What follows belongs to an exercise in optimizing a design on an open flow for small area, a short achievable clock period and few clock cycles per item; a production flow would make more cautious choices.
RTL that was checked went through simulation tests only; none was proved equivalent to the original.

Setup of the previous run:
// iir_direct_form_two_filter
module iir_direct_form_two_filter (
    input  logic                                   aclk,
    input  logic                                   aresetn,
    input  logic                                   s_valid,
    output logic                                   s_ready,
    input  logic signed [iirdf2_pkg::SAMPLE_W-1:0] s_sample_in,
    output logic                                   m_valid,
    input  logic                                   m_ready,
    output logic signed [iirdf2_pkg::SAMPLE_W-1:0] m_sample_out,
    output logic                                   m_clipped,
    input  logic                                   cfg_wr_en,
    input  logic [iirdf2_pkg::REG_IDX_W-1:0]       cfg_index,
    input  logic [iirdf2_pkg::COEF_W-1:0]          cfg_data
);
Size in the first run: roughly 8,400 cells after synthesis, about 0.083 sq mm of cells after synthesis.
==> module iir_direct_form_two_filter, before the edit <==
module iir_direct_form_two_filter (
    input  logic                                   aclk,
    input  logic                                   aresetn,
    input  logic                                   s_valid,
    output logic                                   s_ready,
    input  logic signed [iirdf2_pkg::SAMPLE_W-1:0] s_sample_in,
    output logic                                   m_valid,
    input  logic                                   m_ready,
    output logic signed [iirdf2_pkg::SAMPLE_W-1:0] m_sample_out,
    output logic                                   m_clipped,
    input  logic                                   cfg_wr_en,
    input  logic [iirdf2_pkg::REG_IDX_W-1:0]       cfg_index,
    input  logic [iirdf2_pkg::COEF_W-1:0]          cfg_data
);
    localparam int EW  = iirdf2_pkg::ENC_W;
    localparam int SW  = iirdf2_pkg::STATE_W;
    localparam int WW  = iirdf2_pkg::WSUM_W;
    localparam int YW  = iirdf2_pkg::YSUM_W;
    localparam int XW  = iirdf2_pkg::SAMPLE_W;
    logic [EW-1:0] b0e, b1e, b2e, b3e, a1e, a2e, a3e;
    logic [SW-1:0] d1, d2, d3;
    logic [SW-1:0] d1n;       
    logic [SW-1:0] d1y;       
    logic          vb, vc, m_valid_reg;
    logic [WW-1:0] pa_b, pb_b;
    logic [YW-1:0] ra_b, rb_b, qa_c, qb_c;
    logic          whit_c;
    logic [XW-1:0] y_reg;
    logic          clip_reg;
    logic          adv;
    logic [SW-1:0] s2, s3;
    logic [WW-1:0] pa_next, pb_next, wa, wb;
    logic [YW-1:0] ra_next, rb_next, qa_next, qb_next, ya, yb;
    logic [SW-1:0] w_sat;
    logic          w_hit, y_hit;
    logic [XW-1:0] y_sat;
    assign adv     = !m_valid_reg || m_ready;
    assign s_ready = adv;
    always_ff @(posedge aclk) begin
        if (!aresetn) begin
            b0e <= iirdf2_pkg::ENC_B_ONE;
            b1e <= iirdf2_pkg::ENC_B_ZERO;
            b2e <= iirdf2_pkg::ENC_B_ZERO;
            b3e <= iirdf2_pkg::ENC_B_ZERO;
            a1e <= iirdf2_pkg::ENC_A_ZERO;
            a2e <= iirdf2_pkg::ENC_A_ZERO;
            a3e <= iirdf2_pkg::ENC_A_ZERO;
        end else if (cfg_wr_en) begin
            case (cfg_index)
                3'd0: b0e <= iirdf2_pkg::booth_enc(cfg_data, 1'b0);
                3'd1: b1e <= iirdf2_pkg::booth_enc(cfg_data, 1'b0);
                3'd2: b2e <= iirdf2_pkg::booth_enc(cfg_data, 1'b0);
                3'd3: b3e <= iirdf2_pkg::booth_enc(cfg_data, 1'b0);
                3'd4: a1e <= iirdf2_pkg::booth_enc(cfg_data, 1'b1);
                3'd5: a2e <= iirdf2_pkg::booth_enc(cfg_data, 1'b1);
                3'd6: a3e <= iirdf2_pkg::booth_enc(cfg_data, 1'b1);
                default: ;
            endcase
        end
    end
    assign s2 = vb ? d1 : d2;
    assign s3 = vb ? d2 : d3;
    iirdf2_sum_p u_p (.a1e(a1e), .a2e(a2e), .a3e(a3e), .s2(s2), .s3(s3), .x(s_sample_in),
                      .sa(pa_next), .sb(pb_next));
    iirdf2_sum_r u_r (.b1e(b1e), .b2e(b2e), .b3e(b3e), .s3(s3),
                      .sa(ra_next), .sb(rb_next));
    iirdf2_sum_w u_w (.a1e(a1e), .d1n(d1n), .pa(pa_b), .pb(pb_b), .sa(wa), .sb(wb));
    iirdf2_sum_q u_q (.b0e(b0e), .b1e(b1e), .b2e(b2e), .d1(d1), .d2(d2), .ra(ra_b), .rb(rb_b), .sa(qa_next), .sb(qb_next));
    iirdf2_sat #(.IN_W(WW), .OUT_W(SW)) u_wsat (.sa(wa), .sb(wb), .q(w_sat), .hit(w_hit));
    iirdf2_sum_y u_y (.b0e(b0e), .d1(d1y), .qa(qa_c), .qb(qb_c), .sa(ya), .sb(yb));
    iirdf2_sat #(.IN_W(YW), .OUT_W(XW)) u_ysat (.sa(ya), .sb(yb), .q(y_sat), .hit(y_hit));
    always_ff @(posedge aclk) begin
        if (!aresetn) begin
            vb          <= 1'b0;
            vc          <= 1'b0;
            m_valid_reg <= 1'b0;
        end else if (adv) begin
            vb          <= s_valid;
            vc          <= vb;
            m_valid_reg <= vc;
        end
    end
    always_ff @(posedge aclk) begin
        if (!aresetn) begin
            d1  <= '0;
            d1n <= '1;
            d2  <= '0;
            d3  <= '0;
        end else if (adv && vb) begin
            d1  <= w_sat;
            d1n <= ~w_sat;
            d2 <= d1;
            d3 <= d2;
        end
    end
    always_ff @(posedge aclk) begin
        if (adv && vb) begin
            d1y <= w_sat;
        end
    end
    always_ff @(posedge aclk) begin
        if (adv) begin
            pa_b   <= pa_next;
            pb_b   <= pb_next;
            ra_b   <= ra_next;
            rb_b   <= rb_next;
            qa_c   <= qa_next;
            qb_c   <= qb_next;
            whit_c <= w_hit;
            if (vc) begin
                y_reg    <= y_sat;
                clip_reg <= whit_c | y_hit;
            end
        end
    end
    assign m_valid      = m_valid_reg;
    assign m_sample_out = y_reg;
    assign m_clipped    = clip_reg;
endmodule
clock: 9.0 ns
lec_check: 0
abc_area: 1
cap_margin: 20
cell_pad_in_sites_detail_placement: 1
core_margin: 2
core_utilization: 40
place_density: 0.5
setup_slack_margin: 3.2
slew_margin: 20
standard.sh (not shown) runs the stock make flow with config.mk's settings and CLKGATE_MAP_FILE= SYNTH_SCRIPT=/design/flow/synth_recipe.tcl, a recipe that flattens the netlist after the stock synthesis.
==> flow/flow/run.sh <==
#!/bin/bash
# Standard layout, with one netlist step between synthesis and floorplan:
# flow/polarity.py re-assigns the polarity of the full adders (and xor/xnor
# gates) of the synthesized netlist to drop most inverters between them.
# Registers and ports are left as they are.
set -euo pipefail
R=orfs/results/${FLOW_PLATFORM}/iir_direct_form_two_filter/base
bash standard.sh synth > synth.log 2>&1
cp $R/1_2_yosys.v 1_2_yosys.orig.v
python3 flow/polarity.py 1_2_yosys.orig.v $R/1_2_yosys.v 300000 > polarity.log 2>&1
rm -f $R/1_synth.odb $R/1_synth.sdc
bash standard.sh > layout.log 2>&1
Other scripts of this flow, unchanged in this note and not shown: flow/flow/polarity.py
Edits applied to the flow inputs when going from the previous run to the current run:
--- a/flow/design.v
+++ b/flow/design.v
@@ -4922,22 +4922,24 @@
     localparam int SW  = iirdf2_pkg::STATE_W;
     localparam int WW  = iirdf2_pkg::WSUM_W;
     localparam int YW  = iirdf2_pkg::YSUM_W;
     localparam int XW  = iirdf2_pkg::SAMPLE_W;
+    localparam int FW  = iirdf2_pkg::FRAC_W;
     logic [EW-1:0] b0e, b1e, b2e, b3e, a1e, a2e, a3e;
     logic [SW-1:0] d1, d2, d3;
     logic [SW-1:0] d1n;       
     logic [SW-1:0] d1y;       
-    logic          vb, vc, m_valid_reg;
+    logic          vb, vc, vd, m_valid_reg;
     logic [WW-1:0] pa_b, pb_b;
     logic [YW-1:0] ra_b, rb_b, qa_c, qb_c;
-    logic          whit_c;
+    logic          whit_c, whit_d;
+    logic [YW-1:FW] yq_d;        
     logic [XW-1:0] y_reg;
     logic          clip_reg;
     logic          adv;
     logic [SW-1:0] s2, s3;
     logic [WW-1:0] pa_next, pb_next, wa, wb;
-    logic [YW-1:0] ra_next, rb_next, qa_next, qb_next, ya, yb;
+    logic [YW-1:0] ra_next, rb_next, qa_next, qb_next, ya, yb, y_sum;
     logic [SW-1:0] w_sat;
     logic          w_hit, y_hit;
     logic [XW-1:0] y_sat;
     assign adv     = !m_valid_reg || m_ready;
@@ -4973,18 +4975,25 @@
     iirdf2_sum_w u_w (.a1e(a1e), .d1n(d1n), .pa(pa_b), .pb(pb_b), .sa(wa), .sb(wb));
     iirdf2_sum_q u_q (.b0e(b0e), .b1e(b1e), .b2e(b2e), .d1(d1), .d2(d2), .ra(ra_b), .rb(rb_b), .sa(qa_next), .sb(qb_next));
     iirdf2_sat #(.IN_W(WW), .OUT_W(SW)) u_wsat (.sa(wa), .sb(wb), .q(w_sat), .hit(w_hit));
     iirdf2_sum_y u_y (.b0e(b0e), .d1(d1y), .qa(qa_c), .qb(qb_c), .sa(ya), .sb(yb));
-    iirdf2_sat #(.IN_W(YW), .OUT_W(XW)) u_ysat (.sa(ya), .sb(yb), .q(y_sat), .hit(y_hit));
+    assign y_sum = ya + yb;
+    always_comb begin
+        y_hit = !((&yq_d[YW-1:FW+XW-1]) || !(|yq_d[YW-1:FW+XW-1]));
+        y_sat = yq_d[FW+XW-1:FW];
+        if (y_hit) y_sat = {yq_d[YW-1], {(XW-1){!yq_d[YW-1]}}};
+    end
     always_ff @(posedge aclk) begin
         if (!aresetn) begin
             vb          <= 1'b0;
             vc          <= 1'b0;
+            vd          <= 1'b0;
             m_valid_reg <= 1'b0;
         end else if (adv) begin
             vb          <= s_valid;
             vc          <= vb;
-            m_valid_reg <= vc;
+            vd          <= vc;
+            m_valid_reg <= vd;
         end
     end
     always_ff @(posedge aclk) begin
         if (!aresetn) begin
@@ -5012,11 +5021,13 @@
             rb_b   <= rb_next;
             qa_c   <= qa_next;
             qb_c   <= qb_next;
             whit_c <= w_hit;
-            if (vc) begin
+            whit_d <= whit_c;
+            yq_d   <= y_sum[YW-1:FW];
+            if (vd) begin
                 y_reg    <= y_sat;
-                clip_reg <= whit_c | y_hit;
+                clip_reg <= whit_d | y_hit;
             end
         end
     end
     assign m_valid      = m_valid_reg;
- Critical path arrival was higher in the run labelled the previous run.
- Comparing number of cell instances on the worst register-to-register path for the current run and the previous run, the bigger number came from the previous run.
- Diff the previous run -> the current run | cell count after synthesis | down slightly
- met1 layer wirelength in the final routing went down by a few percent going from the previous run to the current run.
- Compare the current run and the previous run | vias after detailed routing lower: the current run
- In the flow results for the current run and the previous run, the minimum setup slack in the final design is larger on the current run.
- Of the current run and the previous run, the lower portion of the clock cycle consumed by the worst path in the final layout belongs to the current run.
- The standard cells in the current run occupy more silicon area than those in the previous run do.
- Area growth from synthesis to layout on the current run is up relative to the previous run.
Testbench counts of the current run, summed over its fixed seeds: cycles 3,232, samples 3,200.
The RTL of the previous run was laid out without a check of its function.

-- port drivers added, routing unchanged --
No port has a modelled driver above. Below, the same layouts with a new extraction and two added sets of constraints. Step 1 (the two cells are an assumption about what drives the block):
set clk [get_ports {aclk}]
set_driving_cell -lib_cell sky130_fd_sc_hd__clkbuf_16 $clk
set_driving_cell -lib_cell sky130_fd_sc_hd__buf_2 [delete_from_list [all_inputs] $clk]
Step 2 also shifts input and output timing later by t, the mid clock arrival at the registers, as if the neighbouring blocks saw the same clock. a / b / c = ideal / step 1 / step 2; a / b = the first two.
| run | t (ns) | setup slack, ns | worst data-port slew with drivers (ns) | pins driven straight from the clock port |
|---|---|---|---|---|
| the previous run | 0.778 | 2.933 / 2.933 / 2.933 | 0.05 | 1 |
| the current run | 0.770 | 3.178 / 3.178 / 3.178 | 0.05 | 1 |
After both steps setup and hold are still met in every run listed.
